Background: an optimization exercise with open tools, aiming at small area. Do not read the settings as production practice.
Only simulation tests tie the RTL to the original design; equivalence was not proved.
No run shown here takes its clock network from TritonCTS; it comes from the design's own scripts or RTL.
The flow treats the clock pin as an ideal source. Dropping or thinning the clock tree relies on that and would not hold on a real chip.
Power and IR drop assume default switching activity.

$ cat design/flow/design.v
`timescale 1ns/100ps
module cpu_mem (
    input  logic               clk,
    input  logic [2:0]         ph,
    input  logic               we,
    input  logic [8-1:0] waddr,
    input  logic [8-1:0] wdata,
    input  logic [4:0]         rring,
    output logic [8-1:0] rdata
);
    logic [2:0]         wpos;
    logic [7:0]         ppos;
    logic [7:0]         pwe_n;
    logic [31:0]        rsel;
    logic [31:0]        rsel_n;
    logic [8-1:0] w_even;
    logic [8-1:0] w_odd;
    logic [8-1:0] head [32];
    assign wpos = waddr[2:0] + ~ph;
    always_comb begin
        for (int p = 0; p < 8; p++) ppos[p] = (wpos == 3'(p));
        for (int p = 0; p < 8; p++) pwe_n[p] = !(we && ppos[p]);
        for (int i = 0; i < 32; i++) rsel[i] = (waddr[7:3] == 5'(i));
        for (int i = 0; i < 32; i++) rsel_n[i] = (waddr[7:3] != 5'(i));
    end
    assign w_even = ~wdata | {8{!we}};
    assign w_odd  =  wdata | {8{!we}};
    for (genvar i = 0; i < 32; i++) begin : g_ring
        mem_ring u_ring (
            .clk    (clk),
            .rsel   (rsel[i]),
            .rsel_n (rsel_n[i]),
            .ppos   (ppos),
            .pwe_n  (pwe_n),
            .w_even (w_even),
            .w_odd  (w_odd),
            .head   (head[i])
        );
    end
    assign rdata = head[rring];
endmodule
module mem_ring (
    input  logic               clk,
    input  logic               rsel,
    input  logic               rsel_n,
    input  logic [7:0]         ppos,
    input  logic [7:0]         pwe_n,
    input  logic [8-1:0] w_even,
    input  logic [8-1:0] w_odd,
    output logic [8-1:0] head
);
    logic [8-1:0] q [8];
    for (genvar p = 0; p < 8; p++) begin : g_pos
        logic sel;
        logic hold;
        assign sel  = !(rsel_n || pwe_n[p]);
        assign hold = !(rsel && ppos[p]);
        mem_byte u_byte (
            .clk  (clk),
            .sel  (sel),
            .hold (hold),
            .w    ((p % 2 == 1) ? w_odd : w_even),
            .prev (q[(p + 1) % 8]),
            .q    (q[p])
        );
    end
    assign head = q[0];
endmodule
module mem_byte (
    input  logic               clk,
    input  logic               sel,
    input  logic               hold,
    input  logic [8-1:0] w,
    input  logic [8-1:0] prev,
    output logic [8-1:0] q
);
    always_ff @(posedge clk) begin
        q <= ~((prev | {8{sel}}) & (w | {8{hold}}));
    end
endmodule
`timescale 1ns/100ps
module cpu_top (
    input  logic               clk,
    input  logic               rst,
    input  logic [8-1:0] in_port,
    input  logic               prog_we,
    input  logic [8-1:0] prog_addr,
    input  logic [8-1:0] prog_data,
    output logic               hlt,
    output logic [8-1:0] out_port
);
    logic [2:0]         ph;
    logic [8-1:0] pc;
    logic [8-1:0] ir;
    logic               v;
    logic               hpend;
    logic [2:0]         dc;
    logic [8-1:0] r [4];
    logic [3:0]         op;
    logic [8-1:0] a;
    logic [8-1:0] b;
    logic               run;
    logic               is_ld;
    logic               is_ldm;
    logic               hit;
    logic               ex;
    logic               fetch;
    logic               wr;
    logic [8-1:0] res;
    logic [8-1:0] rdata;
    logic               mwe;
    logic [8-1:0] maddr;
    logic [8-1:0] mdata;
    always_ff @(posedge clk) ph <= ph + 1'b1;
    assign op     = ir[7:4];
    assign a      = r[ir[3:2]];
    assign b      = r[ir[1:0]];
    assign run    = !rst && !hlt && !hpend;
    assign is_ld  = v && op == 4'hA;
    assign is_ldm = v && op == 4'hC;
    assign hit    = is_ld ? (b[2:0] == ph) : (pc[2:0] == ph);
    assign ex     = run && v && (hit || !(is_ld || is_ldm));
    assign fetch  = run && hit && !(is_ld || is_ldm) && (!v || ex);
    assign wr = ex && (op == 4'h1 || op == 4'h2 || op == 4'h3 || op == 4'h4 ||
                       op == 4'h5 || op == 4'h6 || op == 4'h7 || op == 4'h8 ||
                       op == 4'hA || op == 4'hC);
    always_comb begin
        case (op)
            4'h1: res = b;
            4'h2: res = a + b;
            4'h3: res = a - b;
            4'h4: res = a & b;
            4'h5:  res = a | b;
            4'h6: res = ~a;
            4'h7: res = a + 1'b1;
            4'h8:  res = in_port;
            default: res = rdata;
        endcase
    end
    always_ff @(posedge clk) begin
        if (wr) r[ir[3:2]] <= res;
    end
    always_ff @(posedge clk) begin
        if (fetch) ir <= rdata;
    end
    always_ff @(posedge clk) begin
        if (rst) begin
            pc       <= '0;
            v        <= 1'b0;
            hpend    <= 1'b0;
            hlt      <= 1'b0;
            dc       <= '0;
            out_port <= '0;
        end else begin
            if (fetch || (ex && is_ldm)) pc <= pc + 1'b1;
            if (fetch) v <= 1'b1;
            else if (ex) v <= 1'b0;
            if (ex && op == 4'hD) hpend <= 1'b1;
            if (ex && op == 4'h9) out_port <= a;
            if ((pc == '0 && !fetch) || (hpend && !hlt)) dc <= dc + 1'b1;
            if (hpend && dc == 3'd7) hlt <= 1'b1;
        end
    end
    assign mwe   = rst ? prog_we : (ex && op == 4'hB);
    assign maddr = rst ? prog_addr : b;
    assign mdata = rst ? prog_data : a;
    cpu_mem u_mem (
        .clk   (clk),
        .ph    (ph),
        .we    (mwe),
        .waddr (maddr),
        .wdata (mdata),
        .rring (is_ld ? b[7:3] : pc[7:3]),
        .rdata (rdata)
    );
endmodule
$ cat design/flow/flow/run.sh
#!/bin/bash
# Standard synthesis; then every combinational cell set to its smallest
# drive strength (placement repair upsizes what needs it); then the standard
# layout from floorplan on, with the clock tree built by flow/cts.tcl in
# place of TritonCTS and the smallest buffer on the ports. Each tool's output goes to its own log here.
set -euo pipefail
export CUSTOM_CTS_LEAF=28
export CUSTOM_CTS_UPPER=6
bash standard.sh synth > synth.log 2>&1
openroad -no_init -exit flow/downsize.tcl > downsize.log 2>&1
bash standard.sh PRE_CTS_TCL="$PWD/flow/cts.tcl" \
    BUFFER_PORTS_ARGS="-buffer_cell sky130_fd_sc_hd__buf_1" finish > layout.log 2>&1
$ cat design/flow/flow/cts.tcl
# Clock tree built here in place of TritonCTS (sourced as PRE_CTS_TCL, it
# replaces clock_tree_synthesis; ORFS's cts step then legalizes, repairs
# timing and writes the result as usual). The flip-flops are split by
# recursive bisection into compact groups of at most LEAF_FANOUT, each
# driven by one leaf buffer at its centre; the leaf buffers are grouped the
# same way under upper buffers until one root buffer is left, which alone
# loads the clock port.
set ::cts_leaf_fanout  [expr {[info exists ::env(CUSTOM_CTS_LEAF)] ? $::env(CUSTOM_CTS_LEAF) : 28}]
set ::cts_upper_fanout [expr {[info exists ::env(CUSTOM_CTS_UPPER)] ? $::env(CUSTOM_CTS_UPPER) : 6}]
set ::cts_leaf_cell    [expr {[info exists ::env(CUSTOM_CTS_LEAF_CELL)] ? $::env(CUSTOM_CTS_LEAF_CELL) : "sky130_fd_sc_hd__clkbuf_16"}]
set ::cts_upper_cell   sky130_fd_sc_hd__clkbuf_16
# Leaf groups are also split while their bounding box is wider than this (um)
set ::cts_leaf_span    [expr {[info exists ::env(CUSTOM_CTS_SPAN)] ? $::env(CUSTOM_CTS_SPAN) : 1e9}]

# items: list of {payload x y}; returns a list of groups (lists of items)
proc cts_split {items ngroups} {
    if {$ngroups <= 1 || [llength $items] <= 1} { return [list $items] }
    set xs [lmap i $items {lindex $i 1}]
    set ys [lmap i $items {lindex $i 2}]
    set dx [expr {[tcl::mathfunc::max {*}$xs] - [tcl::mathfunc::min {*}$xs]}]
    set dy [expr {[tcl::mathfunc::max {*}$ys] - [tcl::mathfunc::min {*}$ys]}]
    set idx [expr {$dx >= $dy ? 1 : 2}]
    set sorted [lsort -integer -index $idx $items]
    set g1 [expr {$ngroups / 2}]
    set n [llength $sorted]
    set n1 [expr {int(round(double($n) * $g1 / $ngroups))}]
    return [concat [cts_split [lrange $sorted 0 [expr {$n1 - 1}]] $g1] \
                   [cts_split [lrange $sorted $n1 end] [expr {$ngroups - $g1}]]]
}

proc cts_centre {group} {
    set sx 0; set sy 0
    foreach i $group { set sx [expr {$sx + [lindex $i 1]}]; set sy [expr {$sy + [lindex $i 2]}] }
    set n [llength $group]
    return [list [expr {int($sx / $n)}] [expr {int($sy / $n)}]]
}

# Halve a group until it has at most fanout items and spans at most span
proc cts_split_fit {items fanout span} {
    set xs [lmap i $items {lindex $i 1}]
    set ys [lmap i $items {lindex $i 2}]
    set dbu [[ord::get_db_block] getDbUnitsPerMicron]
    set hp [expr {double([tcl::mathfunc::max {*}$xs] - [tcl::mathfunc::min {*}$xs] +
                         [tcl::mathfunc::max {*}$ys] - [tcl::mathfunc::min {*}$ys]) / $dbu}]
    if {[llength $items] <= $fanout && $hp <= $span} { return [list $items] }
    set out {}
    set ng [expr {max(2, ([llength $items] + $fanout - 1) / $fanout)}]
    foreach g [cts_split $items $ng] { set out [concat $out [cts_split_fit $g $fanout $span]] }
    return $out
}

# Drive each group of iterms from a new buffer at its centre; returns the
# new buffers' input iterms as items.
proc cts_level {items fanout cell tag {span 1e9}} {
    set block [ord::get_db_block]
    set master [[ord::get_db] findMaster $cell]
    set ngroups [expr {([llength $items] + $fanout - 1) / $fanout}]
    set out {}
    set k 0
    set groups [expr {$span < 1e9 ? [cts_split_fit $items $fanout $span] : [cts_split $items $ngroups]}]
    foreach g $groups {
        lassign [cts_centre $g] cx cy
        set name "cts_${tag}_$k"
        set inst [odb::dbInst_create $block $master $name]
        set x [expr {$cx - [$master getWidth] / 2}]
        set y [expr {$cy - [$master getHeight] / 2}]
        $inst setLocation $x $y
        $inst setPlacementStatus PLACED
        set net [odb::dbNet_create $block "${name}_clk"]
        $net setSigType CLOCK
        [$inst findITerm X] connect $net
        foreach i $g {
            set it [lindex $i 0]
            $it disconnect
            $it connect $net
        }
        lappend out [list [$inst findITerm A] $cx $cy]
        incr k
    }
    return $out
}

rename clock_tree_synthesis cts_tritoncts_unused
proc clock_tree_synthesis {args} {
    set block [ord::get_db_block]
    set clk [$block findNet clk]
    set items {}
    foreach it [$clk getITerms] {
        set bb [[$it getInst] getBBox]
        lappend items [list $it [expr {([$bb xMin] + [$bb xMax]) / 2}] [expr {([$bb yMin] + [$bb yMax]) / 2}]]
    }
    puts "custom cts: [llength $items] sinks"
    set items [cts_level $items $::cts_leaf_fanout $::cts_leaf_cell leaf $::cts_leaf_span]
    puts "custom cts: [llength $items] leaf buffers"
    set lvl 0
    while {[llength $items] > 1} {
        set items [cts_level $items $::cts_upper_fanout $::cts_upper_cell "l$lvl"]
        incr lvl
    }
    set root [lindex [lindex $items 0] 0]
    $root disconnect
    $root connect $clk
    $clk setSigType CLOCK
    puts "custom cts: [llength [$clk getITerms]] cell pins on the clock port"
    set_propagated_clock [all_clocks]
}
$ cat design/flow/flow/downsize.tcl
# Swap each combinational cell of the synthesized netlist for the variant of
# the same function with the least area (of equal ones, strength 1); flip-flops keep their cells.
set odb orfs/results/$::env(FLOW_PLATFORM)/cpu_top/base/1_synth.odb
read_db $odb
set db [ord::get_db]
set block [[$db getChip] getBlock]
set best [dict create]
foreach lib [$db getLibs] {
    foreach m [$lib getMasters] {
        if {![regexp {^(sky130_fd_sc_hd__[a-z0-9]+)_([0-9]+)$} [$m getName] -> base size]} { continue }
        set area [expr {[$m getWidth] * [$m getHeight]}]
        if {[dict exists $best $base]} {
            lassign [dict get $best $base] barea bsize
            if {$area > $barea || ($area == $barea && $bsize == 1)} { continue }
            if {$area == $barea && $size != 1 && $size >= $bsize} { continue }
        }
        dict set best $base [list $area $size]
    }
}
set n 0
foreach inst [$block getInsts] {
    set name [[$inst getMaster] getName]
    if {![regexp {^(sky130_fd_sc_hd__[a-z0-9]+)_([0-9]+)$} $name -> base size]} { continue }
    if {[regexp {^sky130_fd_sc_hd__(s?e?df|dl|conb|tap|fill|decap|diode)} $base]} { continue }
    if {![dict exists $best $base]} { continue }
    set bsize [lindex [dict get $best $base] 1]
    if {$bsize == $size} { continue }
    set m [$db findMaster ${base}_$bsize]
    if {$m == "NULL"} { continue }
    $inst swapMaster $m
    incr n
}
puts "downsized $n cells"
write_db $odb
$ cat design/flow/standard.sh
#!/bin/bash
# synth_recipe.tcl (not shown) runs the flow's synth.tcl, then flattens the netlist and writes it again
# the make line also repeats each setting of config.mk as NAME=value (left out here)
make -C /OpenROAD-flow-scripts/flow DESIGN_CONFIG=/design/flow/config.mk WORK_HOME=/design/flow/orfs CLKGATE_MAP_FILE= SYNTH_SCRIPT=/design/flow/synth_recipe.tcl "${@:-finish}"
$ cat design/flow/config.mk
export PLATFORM = sky130hd
export DESIGN_NAME = cpu_top
export DESIGN_NICKNAME = cpu_top
export VERILOG_FILES = /design/flow/design.v
export SDC_FILE = /design/flow/constraint.sdc
export NUM_CORES = 4
export LEC_CHECK = 0
export CAP_MARGIN = 20
export CORE_MARGIN = 2
export CORE_UTILIZATION = 55
export SLEW_MARGIN = 20
export SYNTH_HIERARCHICAL = 1
$ cat design/flow/constraint.sdc
create_clock -name core_clock -period 6.0 [get_ports {clk}]
set_input_delay 1.2000 -clock core_clock [delete_from_list [all_inputs] [get_ports {clk}]]
set_output_delay 1.2000 -clock core_clock [all_outputs]
set_load 0.01 [all_outputs]
==> flow_summary.yaml, run 1 <==
worst_setup_path:
  crit_path_start_kind: "flop"
  worst_setup_path_end_kind: "flop"
  timing.reg2reg.setup_slack_ps: 600
  worst_path_most_repeated_cell: "sky130_fd_sc_hd__buf_12"
  critical_path.cell_chain: "mux4_2, xnor2_1, nand2_1, a211oi_1, o211ai_1, o41ai_2, buf_12, nor2b_1, nand2_2, buf_12, nor2_1, o22ai_1"
  critical_path_s_largest_stage_delay_ps: 690
  cpMaxStageDelayCell: "sky130_fd_sc_hd__dfxtp_1"
  worstReg2RegEnd: "u_mem.g_ring[7].u_ring.g_pos[4].u_byte.q[6]$_DFF_P_"
  rr_worst_depth: 12
  worst-endpoint-required_ps: 6610
  worst_setup_path_class: "reg2reg"
  maximum_fanout_encountered_on_the_critical_timing_path: 21
  cp_data_arrival_time_ps: 6010
power_and_ir_drop:
  clock_power_share_pct: 27.5
  powerDensity_nw_per_um2: 372.4
  p_comb_share_pct: 10.1
  p_sw_mw: 6.485
  peakVddDrop_mv: 0.3371
  total_leakage_power_nw: 24.82
  p_int_mw: 19.03
  swShare_pct: 25.42
  power.share.sequential_pct: 62.4
finish:
  fill_cells: 10000
  layout.cells.most_common: "sky130_fd_sc_hd__dfxtp_1"
  final_layout_size_suffix_gt1_share_pct: 4.728
  num-nets-final: 5735
  count_of_non_filler_cells_in_the_finished_layout: 7229
  area_growth_pct: 5.169
  mostFrequentLayoutCells: "sky130_fd_sc_hd__dfxtp_1 (2077), sky130_fd_sc_hd__o22ai_1 (2054), sky130_fd_sc_hd__nand2_1 (341)"
clock_network:
  cts_hold_buf: 0
  clk_pin_slew_worst_paths_ps: 110
  clock_latency_ps: 790
  cts_setup_buffers: 0
  post_cts_resized: 0
timing:
  maxSlewViolCount: 0
  slew_headroom_pct: 19.97
  worstMarginPinSlew_ps: 1195
  postLayoutSetupSlackWorst_ps: 603.1
  setup_viol: 0
  fin_crit_sh_pct: 89.95
  fin_worst_skew_ps: 49.87
  final-hold-violation-count: 0
  grt_setup_unrepaired: "no"
  max_freq_mhz: 185.3
  final_period_minus_worst_setup_slack_ps: 5397
  timing.setup.tns_ps: 0
floorplanning:
  io_pins: 36
  initial_core_util_pct: 55.32
  floorplan.die.width_um: 348.2
  floorplan.die.height_um: 348.2
  fp.dieArea_um2: 121200
  core_area_um2: 117800
  placementRows: 126
place:
  io_buffer_count: 35
  pre_cts_ws_ps: 849.4
  placed_cells_incl_taps: 7133
  place.gp.congestion: 0.9952
  hpwlAfterDp_um: 140100
global_route:
  antenna_found_initial: 11
  grt_first_pass_wirelength_um: 330300
  grt_start_max_net_pins: 129
  overflow: 0
  via_count_of_the_first_global_routing_pass: 46810
  grt_util_all_layers_pct: 36.75
route:
  route.final.wire_length_um: 232800
  detail_route.vias_per_cell: 6.939
  wl_met2_um: 99140
  drt_iter0_markers: 6831
  firstDrtPassIters: 6
  wl_met1_um: 97260
  detail_route.drc_violations: 0
  vias: 50160
  top_metal_used: "met5"
  routed_wire_length_per_instance_um: 32.20
  drtAntennaViolNets: 0
  met3RoutedLength_um: 24120
yosys:
  synthesis_warning_total: 12
  syn-instance-count: 6098
  synth.net_count: 6141
  syn_area_um2: 65140
  syn_avg_cell_area_um2: 10.68
hold_path:
  min_delay_worst_endpoint: "u_mem.g_ring[17].u_ring.g_pos[1].u_byte.q[4]$_DFF_P_"
  hold-path-cell-count: 1
  hp-start: "u_mem.g_ring[17].u_ring.g_pos[2].u_byte.q[4]$_DFF_P_"
  hold_class: "reg2reg"
status:
  outcome: "timing/DRC/antenna clean"
run:
  number_of_max_capacitance_violations_reported: 0
-- per-stage QoR --
stage | util, % | cell area, um2 | hold slack (ps) | total power [mW]
floorplan | - | 65140 | 398.9 | 17.39
global placement | 56.18 | 66160 | 399.9 | 18.67
detailed placement | 56.18 | 66160 | 404.6 | 18.67
CTS | 58.16 | 68490 | 391.0 | 25.42
global route | 58.17 | 68500 | 398.8 | 26.17
finish | 58.18 | 68510 | 393.5 | 25.51
-- power by group through the flow --
stage                     sequential, mW  combinational (mW)  clock (mW)
final                               15.9                2.58        7.02
after global routing                16.0                2.67        7.52
after CTS                           15.9                2.50        7.04
after detailed placement            16.2                2.48           0
after global placement              16.2                2.47           0
after floorplan                     15.9                1.52           0
-- how the worst max path moves through the flow --
stage,startpoint,end,slack [ps]
floorplan,ir[5]$_DFFE_PP_,u_mem.g_ring[0].u_ring.g_pos[0].u_byte.q[0]$_DFF_P_,580
global placement,flop,u_mem.g_ring[7].u_ring.g_pos[4].u_byte.q[6]$_DFF_P_,870
detailed placement,flop,u_mem.g_ring[16].u_ring.g_pos[4].u_byte.q[2]$_DFF_P_,850
CTS,flop,u_mem.g_ring[14].u_ring.g_pos[4].u_byte.q[6]$_DFF_P_,830
global route,flop,u_mem.g_ring[14].u_ring.g_pos[4].u_byte.q[6]$_DFF_P_,460
finish,flop,u_mem.g_ring[7].u_ring.g_pos[4].u_byte.q[6]$_DFF_P_,600
-- sequential cells by signal (all words and copies together) (netlist names), named ones only --
register / cells
ir: 8
r: 32
pc: 8
u_mem.g_ring.u_ring.g_pos.u_byte.q: 2048
hpend: 1
out_port: 8
ph: 3
dc: 3
hlt: 1
v: 1
-- metal layers --
layer / vias up / global-route usage [%]
li1: 21930 / -
met1: 24540 / 52.41
met2: 3070 / 55.36
met3: 620 / 5.916
met4: 10 / 15.85
met5: - / 0
-- worst max-delay path: cells and delay by family (launching register included) --
| family | cells | cell delay, ps |
|---|---|---|
| AOI/OAI and AO/OA | 4 | 1360 |
| DFF | 1 | 690 |
| muxes | 1 | 680 |
| and+or+nand+nor | 4 | 1580 |
| xor gates and xnor gates | 1 | 180 |
| buffers and inverters | 2 | 720 |
-- area by class of cell --
type | count | area, um2 | area share (%)
inverter | 54 | 202.7 | 0.2959
sequential | 2117 | 42780 | 62.44
antenna | 3 | 7.507 | 0.01096
multi-input combinational | 3279 | 19960 | 29.13
tap | 1536 | 1922 | 2.805
timing repair buffer | 147 | 1311 | 1.914
buffer | 93 | 2327 | 3.397
==> run 2, diff against run 1 <==
--- a/design/flow/design.v
+++ b/design/flow/design.v
@@ -9,7 +9,7 @@
     output logic [8-1:0] rdata
 );
     logic [2:0]         wpos;
-    logic [7:0]         ppos;
+    logic [7:0]         pwe;
     logic [7:0]         pwe_n;
     logic [31:0]        rsel;
     logic [31:0]        rsel_n;
@@ -18,19 +18,19 @@
     logic [8-1:0] head [32];
     assign wpos = waddr[2:0] + ~ph;
     always_comb begin
-        for (int p = 0; p < 8; p++) ppos[p] = (wpos == 3'(p));
-        for (int p = 0; p < 8; p++) pwe_n[p] = !(we && ppos[p]);
+        for (int p = 0; p < 8; p++) pwe[p] = we && (wpos == 3'(p));
+        for (int p = 0; p < 8; p++) pwe_n[p] = !(we && (wpos == 3'(p)));
         for (int i = 0; i < 32; i++) rsel[i] = (waddr[7:3] == 5'(i));
         for (int i = 0; i < 32; i++) rsel_n[i] = (waddr[7:3] != 5'(i));
     end
-    assign w_even = ~wdata | {8{!we}};
-    assign w_odd  =  wdata | {8{!we}};
+    assign w_even = ~wdata;
+    assign w_odd  =  wdata;
     for (genvar i = 0; i < 32; i++) begin : g_ring
         mem_ring u_ring (
             .clk    (clk),
             .rsel   (rsel[i]),
             .rsel_n (rsel_n[i]),
-            .ppos   (ppos),
+            .pwe    (pwe),
             .pwe_n  (pwe_n),
             .w_even (w_even),
             .w_odd  (w_odd),
@@ -43,7 +43,7 @@
     input  logic               clk,
     input  logic               rsel,
     input  logic               rsel_n,
-    input  logic [7:0]         ppos,
+    input  logic [7:0]         pwe,
     input  logic [7:0]         pwe_n,
     input  logic [8-1:0] w_even,
     input  logic [8-1:0] w_odd,
@@ -54,7 +54,7 @@
         logic sel;
         logic hold;
         assign sel  = !(rsel_n || pwe_n[p]);
-        assign hold = !(rsel && ppos[p]);
+        assign hold = !(rsel && pwe[p]);
         mem_byte u_byte (
             .clk  (clk),
             .sel  (sel),
==> run 2 against run 1 <==
Core utilization increased by 0.19 points. Die area decreased by 0.58%. Critical path type unchanged. Wire length decreased by 3.0%. Critical path depth increased by 1. Still clean on timing, DRC and antenna. Register-to-register slack improved by 100 ps. Flip-flop and latch count unchanged. Clock power about the same. Maximum frequency increased by 1.9%. Final area decreased by 0.74%. Clock skew increased by 3.1 ps. Power increased by 2.6%.
==> flow_summary.yaml, run 2 <==
status:
  outcome: "timing/DRC/antenna clean"
finish:
  area_growth_pct: 5.004
  layout.cells.most_common: "sky130_fd_sc_hd__dfxtp_1"
  num-nets-final: 5676
  utilization_pct: 58.36
  mostFrequentLayoutCells: "sky130_fd_sc_hd__dfxtp_1 (2077), sky130_fd_sc_hd__o22ai_1 (2069), sky130_fd_sc_hd__nand2_1 (340)"
  max_flop_register: "u_mem.g_ring.u_ring.g_pos.u_byte.q"
  largest_register_ffs: 2048
  final_layout_size_suffix_gt1_share_pct: 4.493
timing:
  setup_viol: 0
  final-hold-violation-count: 0
  maxSlewViolCount: 0
  timing.setup.tns_ps: 0
  final_period_minus_worst_setup_slack_ps: 5296
  grt_setup_unrepaired: "no"
  fin_crit_sh_pct: 88.26
  fin_worst_skew_ps: 52.96
  worstMarginPinSlew_ps: 1124
  slew_headroom_pct: 25.05
  max_freq_mhz: 188.8
yosys:
  syn_area_um2: 64760
  syn-instance-count: 6038
  synth.net_count: 6081
  synthesis_warning_total: 12
  syn_avg_cell_area_um2: 10.73
clock_network:
  post_cts_resized: 0
  cts_hold_buf: 0
  clk_pin_slew_worst_paths_ps: 100
  cts_setup_buffers: 0
  clock_latency_ps: 810
floorplanning:
  floorplan.die.height_um: 347.2
  core_area_um2: 116500
  fp.dieArea_um2: 120500
  io_pins: 36
  placementRows: 125
  initial_core_util_pct: 55.58
  floorplan.die.width_um: 347.2
run:
  number_of_max_capacitance_violations_reported: 0
power_and_ir_drop:
  total_leakage_power_nw: 24.53
  peakVddDrop_mv: 0.3565
  post-layout-total-power_mw: 26.18
  powerDensity_nw_per_um2: 385.0
route:
  detail_route.drc_violations: 0
  vias: 48880
  firstDrtPassIters: 6
  route.final.wire_length_um: 225800
  drtAntennaViolNets: 0
  routed_wire_length_per_instance_um: 31.55
  drt_iter0_markers: 6553
  detail_route.vias_per_cell: 6.830
global_route:
  antenna_found_initial: 7
  grt_first_pass_wirelength_um: 320200
  overflow: 0
  grt_start_max_net_pins: 92
  grt_util_all_layers_pct: 35.79
  via_count_of_the_first_global_routing_pass: 46270
worst_setup_path:
  crit_path_start_kind: "flop"
  maximum_fanout_encountered_on_the_critical_timing_path: 20
  worst-endpoint-required_ps: 6540
  worst_setup_path_class: "reg2reg"
  worst_setup_path_end_kind: "flop"
  cp_data_arrival_time_ps: 5830
place:
  place.gp.congestion: 0.9866
  io_buffer_count: 35
  hpwlAfterDp_um: 131600
hold_path:
  hold_class: "reg2reg"
run 2: area by class of cell:
cell class,instances,area [um2]
fill,9798,48510
sequential,2117,42780
multi-input combinational,3216,19520
buffer,93,2327
tap,1524,1907
timing repair buffer,139,1176
inverter,66,287.8
antenna,2,5.005
run 2: path summary, 6_finish.rpt:
check	startpoint	end	slack (ps)	depth (start not counted)
setup / recovery	ir[6]$_DFFE_PP_	r[2][4]$_DFFE_PP_	700	13
hold reg to reg	u_mem.g_ring[4].u_ring.g_pos[1].u_byte.q[2]$_DFF_P_	u_mem.g_ring[4].u_ring.g_pos[0].u_byte.q[2]$_DFF_P_	400	1
hold / removal	u_mem.g_ring[4].u_ring.g_pos[1].u_byte.q[2]$_DFF_P_	u_mem.g_ring[4].u_ring.g_pos[0].u_byte.q[2]$_DFF_P_	400	1
setup reg to reg	ir[6]$_DFFE_PP_	r[2][4]$_DFFE_PP_	700	13
run 2: layer usage:
metal / up-vias / track usage [%] / part of all wire (%)
li1: 21730 / - / -
met1: 23730 / 50.16 / 42
met2: 2834 / 54.11 / 43
met3: 576 / 7.307 / 10
met4: 8 / 14.69 / 4.8
met5: - / 0 / 0.025
run 2: metrics by stage:
stage / worst slack (ps) / area [um2] / std cells / hold WS (ps)
floorplan: 611.1 / 64760 / 6038 / 398.9
global placement: 1075 / 65670 / 7062 / 400.0
detailed placement: 1007 / 65670 / 7062 / 404.6
CTS: 991.2 / 68000 / 7155 / 397.0
global route: 573.9 / 68000 / 7155 / 410.5
finish: 704.3 / 68000 / 7157 / 397.4
run 2: power breakdown:
part | internal, mW | switching [mW] | total, mW
Combinational | 1.04 | 2.24 | 3.28
Sequential | 15.3 | 0.566 | 15.9
Clock | 2.81 | 4.23 | 7.04
run 2: critical path, stage by stage, from the launching register on:
cell,delay (ps)
sky130_fd_sc_hd__edfxtp_1,380
sky130_fd_sc_hd__buf_4,200
sky130_fd_sc_hd__nor2b_1,300
sky130_fd_sc_hd__and3_1,250
sky130_fd_sc_hd__buf_4,180
sky130_fd_sc_hd__mux2_1,810
sky130_fd_sc_hd__nor2b_2,930
sky130_fd_sc_hd__and2_1,410
sky130_fd_sc_hd__a21oi_1,120
sky130_fd_sc_hd__o211ai_1,330
sky130_fd_sc_hd__or3_1,340
sky130_fd_sc_hd__o22a_1,310
sky130_fd_sc_hd__nor2_1,100
sky130_fd_sc_hd__a21oi_1,350
==> run 3, diff against run 2 <==
--- a/design/flow/flow/run.sh
+++ b/design/flow/flow/run.sh
@@ -6,6 +6,7 @@
 set -euo pipefail
 export CUSTOM_CTS_LEAF=28
 export CUSTOM_CTS_UPPER=6
+export CUSTOM_CTS_UPPER_CELL=sky130_fd_sc_hd__clkbuf_4
 bash standard.sh synth > synth.log 2>&1
 openroad -no_init -exit flow/downsize.tcl > downsize.log 2>&1
 bash standard.sh PRE_CTS_TCL="$PWD/flow/cts.tcl" \
--- a/design/flow/flow/cts.tcl
+++ b/design/flow/flow/cts.tcl
@@ -8,7 +8,7 @@
 set ::cts_leaf_fanout  [expr {[info exists ::env(CUSTOM_CTS_LEAF)] ? $::env(CUSTOM_CTS_LEAF) : 28}]
 set ::cts_upper_fanout [expr {[info exists ::env(CUSTOM_CTS_UPPER)] ? $::env(CUSTOM_CTS_UPPER) : 6}]
 set ::cts_leaf_cell    [expr {[info exists ::env(CUSTOM_CTS_LEAF_CELL)] ? $::env(CUSTOM_CTS_LEAF_CELL) : "sky130_fd_sc_hd__clkbuf_16"}]
-set ::cts_upper_cell   sky130_fd_sc_hd__clkbuf_16
+set ::cts_upper_cell   [expr {[info exists ::env(CUSTOM_CTS_UPPER_CELL)] ? $::env(CUSTOM_CTS_UPPER_CELL) : "sky130_fd_sc_hd__clkbuf_16"}]
 # Leaf groups are also split while their bounding box is wider than this (um)
 set ::cts_leaf_span    [expr {[info exists ::env(CUSTOM_CTS_SPAN)] ? $::env(CUSTOM_CTS_SPAN) : 1e9}]
 
--- a/design/flow/config.mk
+++ b/design/flow/config.mk
@@ -7,6 +7,6 @@
 export LEC_CHECK = 0
 export CAP_MARGIN = 20
 export CORE_MARGIN = 2
-export CORE_UTILIZATION = 55
+export CORE_UTILIZATION = 70
 export SLEW_MARGIN = 20
 export SYNTH_HIERARCHICAL = 1
==> run 3 against run 2 <==
Still clean on timing, DRC and antenna. Synthesized cell count unchanged. Critical path depth is 3 lower. Power is 2.3% lower. Critical path type unchanged. Largest cell class unchanged.
==> flow_summary.yaml, run 3 <==
status:
  outcome: "timing/DRC/antenna clean"
worst_setup_path:
  worst_setup_path_end_kind: "flop"
  critical_path_s_largest_stage_delay_ps: 900
  worst_setup_path_class: "reg2reg"
  cp_data_arrival_time_ps: 6360
  critical_path.reg2reg.startpoint: "ir[5]$_DFFE_PP_"
  cpMaxStageDelayCell: "sky130_fd_sc_hd__mux2_2"
  worst-endpoint-required_ps: 6930
  startpoint_of_the_worst_setup_timing_path: "ir[5]$_DFFE_PP_"
  rr_worst_depth: 10
  critical_path.cell_chain: "nor2b_1, and3_1, mux2_2, nor2b_2, a22oi_1, o211ai_1, or3_1, o22a_1, nor2_1, a21oi_1"
  maximum_fanout_encountered_on_the_critical_timing_path: 24
  crit_path_start_kind: "flop"
  timing.reg2reg.setup_slack_ps: 570
timing:
  timing.setup.tns_ps: 0
  postLayoutSetupSlackWorst_ps: 567.4
  fin_hold_ws_ps: 323.3
  fin_worst_skew_ps: 142.2
  maxSlewViolCount: 0
  final-hold-violation-count: 0
  final_period_minus_worst_setup_slack_ps: 5433
  fin_crit_sh_pct: 90.54
  setup_viol: 0
  max_freq_mhz: 184.1
  slew_headroom_pct: 24.35
  worstMarginPinSlew_ps: 1130
  grt_setup_unrepaired: "no"
route:
  route.final.wire_length_um: 213900
  drt_iter0_markers: 8954
  detail_route.drc_violations: 0
  routed_wire_length_per_instance_um: 31.40
  drtAntennaViolNets: 0
  detail_route.vias_per_cell: 7.341
  firstDrtPassIters: 7
  vias: 50020
yosys:
  syn-instance-count: 6038
  syn_avg_cell_area_um2: 10.73
  synth.net_count: 6081
  synthesis_warning_total: 12
  syn_area_um2: 64760
floorplanning:
  io_pins: 36
  core_area_um2: 91660
  fp.dieArea_um2: 94970
  floorplan.die.width_um: 308.2
  floorplan.die.height_um: 308.2
  initial_core_util_pct: 70.65
  placementRows: 111
finish:
  utilization_pct: 73.29
  area_growth_pct: 3.733
  final_design_area_no_fill_um2: 67180
  final_layout_size_suffix_gt1_share_pct: 4.444
  mostFrequentLayoutCells: "sky130_fd_sc_hd__dfxtp_1 (2077), sky130_fd_sc_hd__o22ai_1 (2069), sky130_fd_sc_hd__nand2_1 (340)"
  fill_cells: 6446
  max_flop_register: "u_mem.g_ring.u_ring.g_pos.u_byte.q"
  largest_register_ffs: 2048
  num-nets-final: 5671
  layout.cells.most_common: "sky130_fd_sc_hd__dfxtp_1"
clock_network:
  clk_pin_slew_worst_paths_ps: 110
  cts_hold_buf: 0
  cts_setup_buffers: 0
  post_cts_resized: 0
  clock_latency_ps: 1270
power_and_ir_drop:
  powerDensity_nw_per_um2: 380.8
  total_leakage_power_nw: 24.35
  peakVddDrop_mv: 0.4032
global_route:
  global_route.peak_usage_layer: "met2"
  global_route.usage.met3_pct: 11.06
  grtUsageMet1_pct: 59.94
  grt_start_max_net_pins: 97
  antenna_found_initial: 5
  grt_util_all_layers_pct: 43.44
  via_count_of_the_first_global_routing_pass: 46390
  grt_first_pass_wirelength_um: 307300
  overflow: 0
  grt_use_met2_pct: 63.06
hold_path:
  hold_class: "reg2reg"
  hold-path-cell-count: 1
  hp-start: "u_mem.g_ring[18].u_ring.g_pos[4].u_byte.q[2]$_DFF_P_"
place:
  pre_cts_ws_ps: 818.0
  hpwlAfterDp_um: 125600
  io_buffer_count: 35
  place.gp.congestion: 1.028
  post_dp_cell_area_um2: 65140
run:
  number_of_max_capacitance_violations_reported: 0
## run 3: final cells by class
cell class,count,area (um2),share of cell area [%]
sequential,2117,42780,63.68
multi-input combinational,3216,19510,29.03
buffer,93,2029,3.021
tap,1186,1484,2.209
timing repair buffer,134,1089,1.620
inverter,66,287.8,0.4284
antenna,2,5.005,0.007450
## run 3: final timing paths
check,to
worst max-delay path,r[1][3]$_DFFE_PP_
worst min-delay path,u_mem.g_ring[18].u_ring.g_pos[3].u_byte.q[2]$_DFF_P_
worst max register to register,r[1][3]$_DFFE_PP_
worst min register to register,u_mem.g_ring[18].u_ring.g_pos[3].u_byte.q[2]$_DFF_P_
## run 3: metal layers
| metal | routed length, um | up-vias |
|---|---|---|
| met1 | 82130 | 23670 |
| met4 | 14190 | 4 |
| met2 | 88390 | 3829 |
| li1 | - | 21680 |
| met3 | 29180 | 834 |
| met5 | 30 | - |
## run 3: per-stage QoR
stage	power [mW]	instances
floorplan	17.67	6038
global placement	19.18	6719
detailed placement	19.20	6719
CTS	25.33	6812
global route	26.13	6813
finish	25.58	6814
## run 3: critical path, delay by kind of cell, from the launching register on
kind	cells	cell delay, ps
and+or+nand+nor	5	2340
AOI/OAI and AO/OA	4	1530
muxes	1	900
DFF	1	390
## run 3: power by group
| group | switching, mW | internal [mW] | total, mW |
|---|---|---|---|
| combinational | 2.19 | 1.03 | 3.22 |
| clock | 4.10 | 2.38 | 6.48 |
| sequential | 0.580 | 15.3 | 15.9 |
==> run 4, diff against run 3 <==
--- a/design/flow/design.v
+++ b/design/flow/design.v
@@ -8,23 +8,25 @@
     input  logic [4:0]         rring,
     output logic [8-1:0] rdata
 );
-    logic [2:0]         wpos;
     logic [7:0]         pwe;
     logic [7:0]         pwe_n;
     logic [31:0]        rsel;
     logic [31:0]        rsel_n;
     logic [8-1:0] w_even;
     logic [8-1:0] w_odd;
-    logic [8-1:0] head [32];
-    assign wpos = waddr[2:0] + ~ph;
-    always_comb begin
-        for (int p = 0; p < 8; p++) pwe[p] = we && (wpos == 3'(p));
-        for (int p = 0; p < 8; p++) pwe_n[p] = !(we && (wpos == 3'(p)));
-        for (int i = 0; i < 32; i++) rsel[i] = (waddr[7:3] == 5'(i));
-        for (int i = 0; i < 32; i++) rsel_n[i] = (waddr[7:3] != 5'(i));
-    end
-    assign w_even = ~wdata;
-    assign w_odd  =  wdata;
+    logic [255:0]       heads;
+    mem_wdec u_wdec (
+        .ph     (ph),
+        .we     (we),
+        .waddr  (waddr),
+        .wdata  (wdata),
+        .pwe    (pwe),
+        .pwe_n  (pwe_n),
+        .rsel   (rsel),
+        .rsel_n (rsel_n),
+        .w_even (w_even),
+        .w_odd  (w_odd)
+    );
     for (genvar i = 0; i < 32; i++) begin : g_ring
         mem_ring u_ring (
             .clk    (clk),
@@ -34,10 +36,93 @@
             .pwe_n  (pwe_n),
             .w_even (w_even),
             .w_odd  (w_odd),
-            .head   (head[i])
+            .head   (heads[8*i +: 8])
         );
     end
-    assign rdata = head[rring];
+    mem_rmux u_rmux (
+        .heads (heads),
+        .rring (rring),
+        .rdata (rdata)
+    );
+endmodule
+module mem_wdec (
+    input  logic [2:0]         ph,
+    input  logic               we,
+    input  logic [8-1:0] waddr,
+    input  logic [8-1:0] wdata,
+    output logic [7:0]         pwe,
+    output logic [7:0]         pwe_n,
+    output logic [31:0]        rsel,
+    output logic [31:0]        rsel_n,
+    output logic [8-1:0] w_even,
+    output logic [8-1:0] w_odd
+);
+    logic [2:0] wpos;
+    assign wpos = waddr[2:0] + ~ph;
+    always_comb begin
+        for (int p = 0; p < 8; p++) pwe[p] = we && (wpos == 3'(p));
+        for (int p = 0; p < 8; p++) pwe_n[p] = !(we && (wpos == 3'(p)));
+        for (int i = 0; i < 32; i++) rsel[i] = (waddr[7:3] == 5'(i));
+        for (int i = 0; i < 32; i++) rsel_n[i] = (waddr[7:3] != 5'(i));
+    end
+    assign w_even = ~wdata;
+    assign w_odd  =  wdata;
+endmodule
+module mem_rmux (
+    input  logic [255:0]       heads,
+    input  logic [4:0]         rring,
+    output logic [8-1:0] rdata
+);
+    logic [31:0]        onehot;
+    logic [8-1:0] y [11];
+    mem_rdec u_rdec (
+        .rring  (rring),
+        .onehot (onehot)
+    );
+    for (genvar k = 0; k < 10; k++) begin : g_aoi
+        mem_aoi3 u_aoi (
+            .h0 (heads[8*(3*k) +: 8]),
+            .h1 (heads[8*(3*k+1) +: 8]),
+            .h2 (heads[8*(3*k+2) +: 8]),
+            .s  (onehot[3*k +: 3]),
+            .y  (y[k])
+        );
+    end
+    mem_aoi2 u_aoi_last (
+        .h0 (heads[8*30 +: 8]),
+        .h1 (heads[8*31 +: 8]),
+        .s  (onehot[31:30]),
+        .y  (y[10])
+    );
+    always_comb begin
+        rdata = '0;
+        for (int k = 0; k < 11; k++) rdata = rdata | ~y[k];
+    end
+endmodule
+module mem_rdec (
+    input  logic [4:0]  rring,
+    output logic [31:0] onehot
+);
+    always_comb begin
+        for (int i = 0; i < 32; i++) onehot[i] = (rring == 5'(i));
+    end
+endmodule
+module mem_aoi3 (
+    input  logic [8-1:0] h0,
+    input  logic [8-1:0] h1,
+    input  logic [8-1:0] h2,
+    input  logic [2:0]         s,
+    output logic [8-1:0] y
+);
+    assign y = ~((h0 & {8{s[0]}}) | (h1 & {8{s[1]}}) | (h2 & {8{s[2]}}));
+endmodule
+module mem_aoi2 (
+    input  logic [8-1:0] h0,
+    input  logic [8-1:0] h1,
+    input  logic [1:0]         s,
+    output logic [8-1:0] y
+);
+    assign y = ~((h0 & {8{s[0]}}) | (h1 & {8{s[1]}}));
 endmodule
 module mem_ring (
     input  logic               clk,
==> run 4 against run 3 <==
Still clean. Final cell count decreased by 2.0%. Synthesized area decreased by 1.1%. Synthesized cell count decreased by 1.9%. Die area decreased by 1.0%. Worst setup slack got worse by 370 ps. Largest power group unchanged. Highest routed layer unchanged.
==> flow_summary.yaml, run 4 <==
status:
  outcome: "timing/DRC/antenna clean"
worst_setup_path:
  maximum_fanout_encountered_on_the_critical_timing_path: 8
  worst_setup_path_class: "reg2reg"
  crit_path_start_kind: "flop"
  rr_worst_depth: 11
  worst-endpoint-required_ps: 6890
  worst_setup_path_end_kind: "flop"
  cp_data_arrival_time_ps: 6690
finish:
  count_of_non_filler_cells_in_the_finished_layout: 6675
  num-nets-final: 5538
  max_flop_register: "u_mem.g_ring.u_ring.g_pos.u_byte.q"
  layout.cells.most_common: "sky130_fd_sc_hd__dfxtp_1"
  utilization_pct: 73.47
  area_growth_pct: 3.673
  final_layout_size_suffix_gt1_share_pct: 4.096
  largest_register_ffs: 2048
  mostFrequentLayoutCells: "sky130_fd_sc_hd__dfxtp_1 (2077), sky130_fd_sc_hd__o22ai_1 (2052), sky130_fd_sc_hd__nor2_1 (368)"
  fill_cells: 6278
  final_design_area_no_fill_um2: 66430
  regArea_um2: 42780
  multi_input_area_um2: 18970
power_and_ir_drop:
  swShare_pct: 31.20
  p_int_mw: 20.70
  peakVddDrop_mv: 0.3663
  total_leakage_power_nw: 23.82
  powerDensity_nw_per_um2: 452.9
  p_sw_mw: 9.385
  clock_power_share_pct: 21.5
  p_comb_share_pct: 21.0
  power.share.sequential_pct: 57.5
route:
  route.final.wire_length_um: 206100
  detail_route.vias_per_cell: 7.382
  detail_route.drc_violations: 0
  drt_iter0_markers: 8372
  firstDrtPassIters: 14
  routed_wire_length_per_instance_um: 30.88
  vias: 49280
  drtAntennaViolNets: 0
place:
  pre_cts_ws_ps: 605.4
  io_buffer_count: 35
  place.gp.congestion: 1.006
  hpwlAfterDp_um: 119800
  placed_cells_incl_taps: 6576
  post_dp_cell_area_um2: 64380
clock_network:
  clk_pin_slew_worst_paths_ps: 110
  cts_setup_buffers: 0
  cts_hold_buf: 0
  clock_latency_ps: 1190
  post_cts_resized: 0
yosys:
  syn-instance-count: 5925
  syn_avg_cell_area_um2: 10.81
  synthesis_warning_total: 14
  syn_area_um2: 64080
  synth.net_count: 5968
floorplanning:
  io_pins: 36
  core_area_um2: 90420
  floorplan.die.width_um: 306.6
  placementRows: 110
  floorplan.die.height_um: 306.6
  initial_core_util_pct: 70.86
  fp.dieArea_um2: 93980
hold_path:
  hold_class: "reg2reg"
  hold-path-cell-count: 1
global_route:
  overflow: 0
  grt_start_max_net_pins: 129
  grt_util_all_layers_pct: 42.01
  grt_first_pass_wirelength_um: 295900
  antenna_found_initial: 5
  via_count_of_the_first_global_routing_pass: 45450
timing:
  setup_viol: 0
  postLayoutSetupSlackWorst_ps: 197.7
  final-hold-violation-count: 0
  max_freq_mhz: 172.3
  maxSlewViolCount: 0
  grt_setup_unrepaired: "no"
  final_period_minus_worst_setup_slack_ps: 5802
  fin_crit_sh_pct: 96.71
  slew_headroom_pct: 29.82
  fin_worst_skew_ps: 115.0
  worstMarginPinSlew_ps: 1053
  timing.setup.tns_ps: 0
run:
  number_of_max_capacitance_violations_reported: 0
run 4: final timing paths:
path,start,to,slack [ps]
setup / recovery,ir[4]$_DFFE_PP_,r[2][2]$_DFFE_PP_,200
hold / removal,u_mem.g_ring[2].u_ring.g_pos[1].u_byte.q[4]$_DFF_P_,u_mem.g_ring[2].u_ring.g_pos[0].u_byte.q[4]$_DFF_P_,330
setup reg to reg,ir[4]$_DFFE_PP_,r[2][2]$_DFFE_PP_,200
hold reg to reg,u_mem.g_ring[2].u_ring.g_pos[1].u_byte.q[4]$_DFF_P_,u_mem.g_ring[2].u_ring.g_pos[0].u_byte.q[4]$_DFF_P_,330
run 4: layout make-up:
type	instances	area share [%]
flip-flops and latches	2117	64.40
well taps	1176	2.215
plain buffers	93	3.055
inverters	30	0.2298
repair buffers	116	1.529
multi-input cells	3137	28.55
diodes	6	0.02260
run 4: per-layer routing:
metal  up-vias  part of all wire [%]  GRT usage [%]
li1      21370                     -              -
met1     23340                    38          58.20
met2      3803                    42          61.80
met3       769                    14          10.74
met4         4                   6.0          20.36
met5         -                 0.013              0
run 4: through the flow:
stage                     power [mW]  hold WS, ps
after floorplan                20.66        398.9
after global placement         23.47        399.7
after CTS                      29.68        337.2
after detailed placement       23.52        404.6
final                          30.08        331.9
after global routing           30.75        368.7
run 4: power by group through the flow:
stage / Combinational (mW) / Clock, mW / Sequential, mW
2_1_floorplan: 3.55 / 0 / 17.1
4_1_cts: 6.02 / 6.42 / 17.2
6_report: 6.31 / 6.46 / 17.3
5_1_grt: 6.43 / 6.90 / 17.4
3_3_place_gp: 5.94 / 0 / 17.5
3_5_place_dp: 5.98 / 0 / 17.5
run 4: worst max-delay path, stage by stage (launching register included):
cell                       delay [ps]
sky130_fd_sc_hd__edfxtp_1         390
sky130_fd_sc_hd__nand2b_1         280
sky130_fd_sc_hd__nor3_1           860
sky130_fd_sc_hd__mux2_1           500
sky130_fd_sc_hd__nand3b_1         470
sky130_fd_sc_hd__nor2_1           280
sky130_fd_sc_hd__a222oi_1         720
sky130_fd_sc_hd__nand4_1          550
sky130_fd_sc_hd__or3_1            570
sky130_fd_sc_hd__mux2_1           310
sky130_fd_sc_hd__a221oi_1         340
sky130_fd_sc_hd__o221ai_1         240
==> run 5, diff against run 4 <==
--- a/design/flow/config.mk
+++ b/design/flow/config.mk
@@ -7,6 +7,6 @@
 export LEC_CHECK = 0
 export CAP_MARGIN = 20
 export CORE_MARGIN = 2
-export CORE_UTILIZATION = 70
+export CORE_UTILIZATION = 80
 export SLEW_MARGIN = 20
 export SYNTH_HIERARCHICAL = 1
==> run 5 against run 4 <==
Still clean. Combinational power barely moved. Clock skew shrank 12 ps. Hold slack better by 26 ps. Maximum frequency rose by 1.7%. Register-to-register slack improved by 95 ps. Final cell count decreased by 1.9%. First-iteration DRC count increased by 14%. Global-route usage up 6.3 points. Wire length increased by 0.92%. Flip-flop and latch count did not move. Worst setup slack better by 95 ps. Power is 0.13% higher. Critical endpoint is now r[1][2]$_DFFE_PP_.
==> flow_summary.yaml, run 5 <==
status:
  outcome: "timing/DRC/antenna clean"
global_route:
  global_route.peak_usage_layer: "met2"
  global_route.usage.met3_pct: 15.45
  grt_start_max_net_pins: 129
  grtUsageMet1_pct: 64.33
  antenna_found_initial: 9
  grt_first_pass_wirelength_um: 299100
  via_count_of_the_first_global_routing_pass: 47590
  grt_use_met2_pct: 69.30
  grt_util_all_layers_pct: 48.35
  overflow: 0
floorplanning:
  io_pins: 36
  fp.dieArea_um2: 82380
  placementRows: 103
  initial_core_util_pct: 80.98
  core_area_um2: 79130
  floorplan.die.width_um: 287.0
  floorplan.die.height_um: 287.0
timing:
  maxSlewViolCount: 0
  worstMarginPinSlew_ps: 1098
  grt_setup_unrepaired: "no"
  final_period_minus_worst_setup_slack_ps: 5707
  fin_crit_sh_pct: 95.12
  setup_viol: 0
  final-hold-violation-count: 0
  slew_headroom_pct: 26.79
  timing.setup.tns_ps: 0
  fin_worst_skew_ps: 102.8
  max_freq_mhz: 175.2
yosys:
  syn-instance-count: 5925
  syn_avg_cell_area_um2: 10.81
  synth.net_count: 5968
  synthesis_warning_total: 14
  syn_area_um2: 64080
clock_network:
  cts_hold_buf: 0
  clock_latency_ps: 1150
  post_cts_resized: 0
  cts_setup_buffers: 0
  clk_pin_slew_worst_paths_ps: 110
route:
  route.final.wire_length_um: 208000
  firstDrtPassIters: 12
  drt_iter0_markers: 9555
  routed_wire_length_per_instance_um: 31.78
  detail_route.drc_violations: 0
  detail_route.vias_per_cell: 7.810
  drtAntennaViolNets: 0
  vias: 51130
finish:
  area_growth_pct: 3.173
  largest_register_ffs: 2048
  max_flop_register: "u_mem.g_ring.u_ring.g_pos.u_byte.q"
  final_layout_size_suffix_gt1_share_pct: 4.009
  layout.cells.most_common: "sky130_fd_sc_hd__dfxtp_1"
  num-nets-final: 5533
  mostFrequentLayoutCells: "sky130_fd_sc_hd__dfxtp_1 (2077), sky130_fd_sc_hd__o22ai_1 (2052), sky130_fd_sc_hd__nor2_1 (368)"
  count_of_non_filler_cells_in_the_finished_layout: 6547
  final_design_area_no_fill_um2: 66110
run:
  number_of_max_capacitance_violations_reported: 0
place:
  placed_cells_incl_taps: 6445
  post_dp_cell_area_um2: 64050
  hpwlAfterDp_um: 117900
  place.gp.congestion: 1.024
  io_buffer_count: 35
worst_setup_path:
  crit_path_start_kind: "flop"
  worst_setup_path_class: "reg2reg"
  maximum_fanout_encountered_on_the_critical_timing_path: 8
  worst-endpoint-required_ps: 6810
  cp_data_arrival_time_ps: 6520
  worst_setup_path_end_kind: "flop"
power_and_ir_drop:
  peakVddDrop_mv: 0.3854
  powerDensity_nw_per_um2: 455.6
  total_leakage_power_nw: 23.74
hold_path:
  hold_class: "reg2reg"
run 5: cell count changes in the layout (fill, tap and decap cells not counted), sizes merged:
cell	delta
buf	-5
diode	+3
run 5: layout make-up:
type                       instances  area (um2)
tap                             1050        1314
timing repair buffer             111       853.3
sequential                      2117       42780
buffer                            93        2029
multi-input combinational       3137       18960
inverter                          30       152.6
antenna                            9       22.52
fill                            4268       13020
run 5: per-layer routing:
| metal | vias up | routed length [um] |
|---|---|---|
| li1 | 21340 | - |
| met1 | 23790 | 73480 |
| met2 | 4843 | 85920 |
| met3 | 1147 | 33180 |
| met4 | 10 | 15390 |
| met5 | - | 64 |
run 5: worst max-delay path, stage by stage (launching register included):
cell	delay, ps
sky130_fd_sc_hd__dfxtp_1	720
sky130_fd_sc_hd__mux4_2	690
sky130_fd_sc_hd__mux2_1	430
sky130_fd_sc_hd__nand3b_1	550
sky130_fd_sc_hd__nor2_1	290
sky130_fd_sc_hd__a222oi_1	650
sky130_fd_sc_hd__nand4_1	470
sky130_fd_sc_hd__or3_1	580
sky130_fd_sc_hd__mux2_1	320
sky130_fd_sc_hd__a221oi_1	390
sky130_fd_sc_hd__o221ai_1	270
run 5: final timing paths:
kind | startpoint | to | slack [ps] | depth (start not counted)
hold / removal | u_mem.g_ring[13].u_ring.g_pos[6].u_byte.q[6]$_DFF_P_ | u_mem.g_ring[13].u_ring.g_pos[5].u_byte.q[6]$_DFF_P_ | 360 | 1
setup reg to reg | flop | r[1][2]$_DFFE_PP_ | 290 | 10
hold reg to reg | u_mem.g_ring[13].u_ring.g_pos[6].u_byte.q[6]$_DFF_P_ | u_mem.g_ring[13].u_ring.g_pos[5].u_byte.q[6]$_DFF_P_ | 360 | 1
setup / recovery | flop | r[1][2]$_DFFE_PP_ | 290 | 10
run 5: power by group:
group / switching [mW] / internal (mW)
clock: 4.04 / 2.38
sequential: 1.05 / 16.3
combinational: 4.37 / 1.94
run 5: metrics by stage:
step / worst slack, ps / power, mW / hold slack, ps / util [%]
6_report: 293.0 / 30.12 / 357.7 / 83.55
5_1_grt: 375.1 / 30.60 / 387.0 / 83.52
4_1_cts: 381.0 / 29.53 / 368.6 / 83.51
3_5_place_dp: 427.8 / 23.43 / 404.6 / 80.94
3_3_place_gp: 661.1 / 23.31 / 400.5 / 80.94
2_1_floorplan: 974.7 / 20.66 / 398.9 / -
==> run 6, diff against run 5 <==
--- a/design/flow/flow/run.sh
+++ b/design/flow/flow/run.sh
@@ -4,7 +4,7 @@
 # layout from floorplan on, with the clock tree built by flow/cts.tcl in
 # place of TritonCTS and the smallest buffer on the ports. Each tool's output goes to its own log here.
 set -euo pipefail
-export CUSTOM_CTS_LEAF=28
+export CUSTOM_CTS_LEAF=30
 export CUSTOM_CTS_UPPER=6
 export CUSTOM_CTS_UPPER_CELL=sky130_fd_sc_hd__clkbuf_4
 bash standard.sh synth > synth.log 2>&1
==> run 6 against run 5 <==
Power down 0.76%. Clock power down 3.3%. Core utilization down 0.18 points. Synthesized cell count unchanged. Maximum frequency down 0.93%. Synthesized area unchanged. Worst setup slack worse by 54 ps. First-iteration DRC count down 3.5%. Final area down 0.22%. Critical path type unchanged.
==> flow_summary.yaml, run 6 <==
worst_setup_path:
  worst-endpoint-required_ps: 6900
  worst_path_most_repeated_cell: "sky130_fd_sc_hd__a21oi_1"
  cpMaxStageDelayCell: "sky130_fd_sc_hd__a222oi_1"
  critPathTopFamily: "simple AND/OR/NAND/NOR gates"
  worst_setup_path_class: "reg2reg"
  worst_setup_path_end_kind: "flop"
  cp_buf_inv_count: 0
  crit_path_start_kind: "flop"
  cp_data_arrival_time_ps: 6660
  critical_path_s_largest_stage_delay_ps: 920
  critical_path.cell_chain: "mux4_2, mux2_1, or3b_1, nor2_1, a222oi_1, nand4_1, or3_1, a21oi_1, a21oi_1, a31oi_1, o32ai_1, o21ai_1, nand2_1"
  maximum_fanout_encountered_on_the_critical_timing_path: 8
route:
  drtAntennaViolNets: 0
  route.final.wire_length_um: 206700
  detail_route.vias_per_cell: 7.778
  routed_wire_length_per_instance_um: 31.62
  firstDrtPassIters: 14
  detail_route.drc_violations: 0
  vias: 50850
  drt_iter0_markers: 9222
global_route:
  via_count_of_the_first_global_routing_pass: 47210
  overflow: 0
  grt_start_max_net_pins: 129
  grt_util_all_layers_pct: 48.14
  grt_first_pass_wirelength_um: 297200
  antenna_found_initial: 10
floorplanning:
  floorplan.die.width_um: 287.0
  initial_core_util_pct: 80.98
  fp.dieArea_um2: 82380
  placementRows: 103
  io_pins: 36
  floorplan.die.height_um: 287.0
  core_area_um2: 79130
timing:
  timing.setup.tns_ps: 0
  fin_worst_skew_ps: 127.4
  grt_setup_unrepaired: "no"
  setup_viol: 0
  max_freq_mhz: 173.6
  fin_hold_ws_ps: 353.8
  maxSlewViolCount: 0
  final_period_minus_worst_setup_slack_ps: 5761
  final-hold-violation-count: 0
  slew_headroom_pct: 24.11
  fin_crit_sh_pct: 96.01
  worstMarginPinSlew_ps: 1138
finish:
  fill_cells: 4327
  multi_input_area_um2: 18960
  layout.cells.most_common: "sky130_fd_sc_hd__dfxtp_1"
  mostFrequentLayoutCells: "sky130_fd_sc_hd__dfxtp_1 (2077), sky130_fd_sc_hd__o22ai_1 (2052), sky130_fd_sc_hd__nor2_1 (368)"
  largest_register_ffs: 2048
  max_flop_register: "u_mem.g_ring.u_ring.g_pos.u_byte.q"
  final_design_area_no_fill_um2: 65970
  final_layout_size_suffix_gt1_share_pct: 3.886
  area_growth_pct: 2.947
  regArea_um2: 42780
  num-nets-final: 5526
clock_network:
  clk_pin_slew_worst_paths_ps: 110
  cts_hold_buf: 0
  post_cts_resized: 0
  clock_latency_ps: 1160
  cts_setup_buffers: 0
place:
  hpwlAfterDp_um: 117900
  post_dp_cell_area_um2: 64050
  io_buffer_count: 35
  place.gp.congestion: 1.024
yosys:
  syn-instance-count: 5925
  syn_area_um2: 64080
  syn_avg_cell_area_um2: 10.81
  synthesis_warning_total: 14
  synth.net_count: 5968
power_and_ir_drop:
  total_leakage_power_nw: 23.67
  post-layout-total-power_mw: 29.89
  powerDensity_nw_per_um2: 453.2
  peakVddDrop_mv: 0.4726
run:
  number_of_max_capacitance_violations_reported: 0
status:
  outcome: "timing/DRC/antenna clean"
hold_path:
  hold_class: "reg2reg"
-- run 6: cell count changes in the layout (fill, tap and decap cells not counted) --
cell                        before  now
sky130_fd_sc_hd__diode_2         9    7
sky130_fd_sc_hd__clkbuf_4       17   15
sky130_fd_sc_hd__clkbuf_16      76   71
-- run 6: stage by stage --
stage / setup WS (ps) / utilization (%) / instances
floorplan: 974.7 / - / 5925
detailed placement: 427.8 / 80.94 / 6445
global placement: 661.1 / 80.94 / 6445
global route: 401.5 / 83.35 / 6533
CTS: 395.6 / 83.33 / 6531
finish: 239.5 / 83.37 / 6538
-- run 6: power by group --
group,leakage [nW],switching (mW),total (mW),internal (mW)
clock network,0.944,3.98,6.21,2.22
logic,3.49,4.37,6.31,1.94
registers,19.2,1.04,17.4,16.3
total,23.7,9.39,29.9,20.5
-- run 6: worst paths after layout --
kind                                                                            from                                                   end  slack [ps]  cells past startpoint
worst max-delay path                                                            flop                                     r[1][4]$_DFFE_PP_         240                     13
worst min register to register  u_mem.g_ring[20].u_ring.g_pos[3].u_byte.q[1]$_DFF_P_  u_mem.g_ring[20].u_ring.g_pos[2].u_byte.q[1]$_DFF_P_         350                      1
worst max register to register                                                  flop                                     r[1][4]$_DFFE_PP_         240                     13
worst min-delay path            u_mem.g_ring[20].u_ring.g_pos[3].u_byte.q[1]$_DFF_P_  u_mem.g_ring[20].u_ring.g_pos[2].u_byte.q[1]$_DFF_P_         350                      1
-- run 6: layer usage --
layer | global-route usage (%) | up-vias | part of all wire, %
met5 | 0 | - | 0.073
met4 | 28.67 | 16 | 7.5
met3 | 15.59 | 1175 | 16
met2 | 69.27 | 4722 | 41
met1 | 63.87 | 23610 | 35
li1 | - | 21330 | -
-- run 6: layout make-up --
type | instances | share of cell area [%]
Buffer | 86 | 2.864
Inverter | 30 | 0.2314
Antenna cell | 7 | 0.02655
Sequential cell | 2117 | 64.85
Timing Repair Buffer | 111 | 1.294
Multi-Input combinational cell | 3137 | 28.74
Tap cell | 1050 | 1.992
==> run 7, diff against run 6 <==
--- a/design/flow/design.v
+++ b/design/flow/design.v
@@ -198,8 +198,16 @@
     logic [8-1:0] mdata;
     always_ff @(posedge clk) ph <= ph + 1'b1;
     assign op     = ir[7:4];
-    assign a      = r[ir[3:2]];
-    assign b      = r[ir[1:0]];
+    cpu_rfread u_rfread (
+        .r0 (r[0]),
+        .r1 (r[1]),
+        .r2 (r[2]),
+        .r3 (r[3]),
+        .ra (ir[3:2]),
+        .rb (ir[1:0]),
+        .a  (a),
+        .b  (b)
+    );
     assign run    = !rst && !hlt && !hpend;
     assign is_ld  = v && op == 4'hA;
     assign is_ldm = v && op == 4'hC;
@@ -209,19 +217,14 @@
     assign wr = ex && (op == 4'h1 || op == 4'h2 || op == 4'h3 || op == 4'h4 ||
                        op == 4'h5 || op == 4'h6 || op == 4'h7 || op == 4'h8 ||
                        op == 4'hA || op == 4'hC);
-    always_comb begin
-        case (op)
-            4'h1: res = b;
-            4'h2: res = a + b;
-            4'h3: res = a - b;
-            4'h4: res = a & b;
-            4'h5:  res = a | b;
-            4'h6: res = ~a;
-            4'h7: res = a + 1'b1;
-            4'h8:  res = in_port;
-            default: res = rdata;
-        endcase
-    end
+    cpu_alu u_alu (
+        .op      (op),
+        .a       (a),
+        .b       (b),
+        .in_port (in_port),
+        .rdata   (rdata),
+        .res     (res)
+    );
     always_ff @(posedge clk) begin
         if (wr) r[ir[3:2]] <= res;
     end
@@ -259,3 +262,63 @@
         .rdata (rdata)
     );
 endmodule
+module cpu_rfread (
+    input  logic [8-1:0] r0,
+    input  logic [8-1:0] r1,
+    input  logic [8-1:0] r2,
+    input  logic [8-1:0] r3,
+    input  logic [1:0]         ra,
+    input  logic [1:0]         rb,
+    output logic [8-1:0] a,
+    output logic [8-1:0] b
+);
+    always_comb begin
+        case (ra)
+            2'd0: a = r0;
+            2'd1: a = r1;
+            2'd2: a = r2;
+            default: a = r3;
+        endcase
+        case (rb)
+            2'd0: b = r0;
+            2'd1: b = r1;
+            2'd2: b = r2;
+            default: b = r3;
+        endcase
+    end
+endmodule
+module cpu_alu (
+    input  logic [3:0]         op,
+    input  logic [8-1:0] a,
+    input  logic [8-1:0] b,
+    input  logic [8-1:0] in_port,
+    input  logic [8-1:0] rdata,
+    output logic [8-1:0] res
+);
+    logic               sub;
+    logic               inc;
+    logic [8-1:0] bx;
+    logic [8:0]   c;
+    logic [8-1:0] sum;
+    assign sub = op == 4'h3;
+    assign inc = op == 4'h7;
+    assign bx  = inc ? '0 : (sub ? ~b : b);
+    assign c[0] = sub || inc;
+    for (genvar i = 0; i < 8; i++) begin : g_add
+        assign sum[i]   = a[i] ^ bx[i] ^ c[i];
+        assign c[i + 1] = (a[i] & bx[i]) | (c[i] & (a[i] ^ bx[i]));
+    end
+    always_comb begin
+        case (op)
+            4'h1: res = b;
+            4'h2: res = sum;
+            4'h3: res = sum;
+            4'h4: res = a & b;
+            4'h5:  res = a | b;
+            4'h6: res = ~a;
+            4'h7: res = sum;
+            4'h8:  res = in_port;
+            default: res = rdata;
+        endcase
+    end
+endmodule
==> run 7 against run 6 <==
Clock skew shrank 28 ps. Final cell count shrank 0.87%. Flip-flop and latch count shrank 4. Maximum frequency grew 7.0%. Die area shrank 0.36%. Critical path depth shrank 5. Sequential power is essentially flat. Power grew 0.97%. Synthesized cell count shrank 1.1%. Hold slack lost 6.9 ps. Combinational power grew 3.5%. Core utilization is essentially flat.
==> flow_summary.yaml, run 7 <==
clock_network:
  clock_latency_ps: 1160
  clk_pin_slew_worst_paths_ps: 110
  post_cts_resized: 0
  cts_setup_buffers: 0
  cts_hold_buf: 0
finish:
  area_growth_pct: 3.167
  max_flop_register: "u_mem.g_ring.u_ring.g_pos.u_byte.q"
  largest_register_ffs: 2048
  utilization_pct: 83.37
  num-nets-final: 5466
  final_layout_size_suffix_gt1_share_pct: 3.965
  layout.cells.most_common: "sky130_fd_sc_hd__dfxtp_1"
  mostFrequentLayoutCells: "sky130_fd_sc_hd__dfxtp_1 (2073), sky130_fd_sc_hd__o22ai_1 (2057), sky130_fd_sc_hd__nor2_1 (344)"
timing:
  fin_worst_skew_ps: 98.91
  setup_viol: 0
  final-hold-violation-count: 0
  worstMarginPinSlew_ps: 1166
  max_freq_mhz: 185.7
  maxSlewViolCount: 0
  timing.setup.tns_ps: 0
  fin_crit_sh_pct: 89.74
  slew_headroom_pct: 22.29
  final_period_minus_worst_setup_slack_ps: 5384
  grt_setup_unrepaired: "no"
floorplanning:
  floorplan.die.height_um: 286.5
  initial_core_util_pct: 80.81
  fp.dieArea_um2: 82080
  placementRows: 103
  io_pins: 36
  core_area_um2: 79000
  floorplan.die.width_um: 286.5
route:
  route.final.wire_length_um: 204100
  firstDrtPassIters: 14
  detail_route.drc_violations: 0
  drt_iter0_markers: 9876
  detail_route.vias_per_cell: 7.761
  vias: 50300
  routed_wire_length_per_instance_um: 31.49
  drtAntennaViolNets: 0
global_route:
  overflow: 0
  via_count_of_the_first_global_routing_pass: 47640
  grt_util_all_layers_pct: 47.70
  antenna_found_initial: 14
  grt_first_pass_wirelength_um: 294600
  grt_start_max_net_pins: 101
place:
  place.gp.congestion: 0.9869
  hpwlAfterDp_um: 115600
  io_buffer_count: 35
worst_setup_path:
  worst-endpoint-required_ps: 6880
  worst_setup_path_end_kind: "flop"
  cp_data_arrival_time_ps: 6260
  worst_setup_path_class: "reg2reg"
  maximum_fanout_encountered_on_the_critical_timing_path: 8
  crit_path_start_kind: "flop"
yosys:
  syn-instance-count: 5860
  synthesis_warning_total: 16
  synth.net_count: 5901
  syn_avg_cell_area_um2: 10.89
  syn_area_um2: 63840
power_and_ir_drop:
  total_leakage_power_nw: 23.56
  peakVddDrop_mv: 0.4376
  powerDensity_nw_per_um2: 458.3
status:
  outcome: "timing/DRC/antenna clean"
run:
  number_of_max_capacitance_violations_reported: 0
hold_path:
  hold_class: "reg2reg"
-- run 7: power breakdown --
| part | leakage [nW] | switching [mW] | internal [mW] |
|---|---|---|---|
| clock network | 0.944 | 3.96 | 2.23 |
| registers | 19.2 | 1.03 | 16.5 |
| logic | 3.41 | 4.46 | 2.06 |
| total | 23.6 | 9.45 | 20.7 |
-- run 7: stage by stage --
| stage | hold slack, ps | setup slack (ps) | power, mW | instances | cell area [um2] |
|---|---|---|---|---|---|
| after global placement | 398.8 | 965.7 | 23.64 | 6387 | 63960 |
| after global routing | 393.7 | 678.0 | 30.72 | 6475 | 65850 |
| final | 346.9 | 615.8 | 30.19 | 6481 | 65860 |
| after CTS | 359.7 | 986.7 | 29.61 | 6473 | 65840 |
| after floorplan | 398.9 | 926.4 | 20.91 | 5860 | 63840 |
| after detailed placement | 404.6 | 992.0 | 23.74 | 6387 | 63960 |
-- run 7: final timing paths --
path | startpoint | end | slack, ps | cells after the start
setup / recovery | ir[0]$_DFFE_PP_ | r[0][4]$_DFFE_PP_ | 620 | 8
hold / removal | u_mem.g_ring[1].u_ring.g_pos[2].u_byte.q[4]$_DFF_P_ | u_mem.g_ring[1].u_ring.g_pos[1].u_byte.q[4]$_DFF_P_ | 350 | 1
setup reg to reg | ir[0]$_DFFE_PP_ | r[0][4]$_DFFE_PP_ | 620 | 8
hold reg to reg | u_mem.g_ring[1].u_ring.g_pos[2].u_byte.q[4]$_DFF_P_ | u_mem.g_ring[1].u_ring.g_pos[1].u_byte.q[4]$_DFF_P_ | 350 | 1
-- run 7: layout make-up --
type	count	area, um2
buffer	86	1889
tap	1050	1314
sequential	2113	42700
timing repair buffer	115	970.9
antenna	8	20.02
fill	4298	13140
multi-input combinational	3080	18820
inverter	29	148.9
-- run 7: worst max-delay path: stages, from the launching register on --
cell                       delay [ps]
sky130_fd_sc_hd__edfxtp_1         720
sky130_fd_sc_hd__mux4_2           690
sky130_fd_sc_hd__mux2_1           430
sky130_fd_sc_hd__nand3b_1         560
sky130_fd_sc_hd__nor2_1           260
sky130_fd_sc_hd__a222oi_1         730
sky130_fd_sc_hd__nand4_1          690
sky130_fd_sc_hd__or3_1            620
sky130_fd_sc_hd__a221o_1          390
-- run 7: layer usage --
layer / global-route usage, % / up-vias / part of all wire (%) / wire, um
li1: - / 21110 / - / -
met1: 62.17 / 23460 / 35 / 70980
met2: 69.36 / 4569 / 42 / 84920
met3: 16.04 / 1145 / 16 / 32780
met4: 28.70 / 18 / 7.5 / 15280
met5: 0 / - / 0.064 / 131

Check on run 7: ideal ports give 0.616 ns setup slack; a clkbuf_16 on the clock port and buf_2 on the inputs give 0.616 ns; moving port delays by the midpoint clock arrival (1.181 ns) as well gives 0.616 ns.
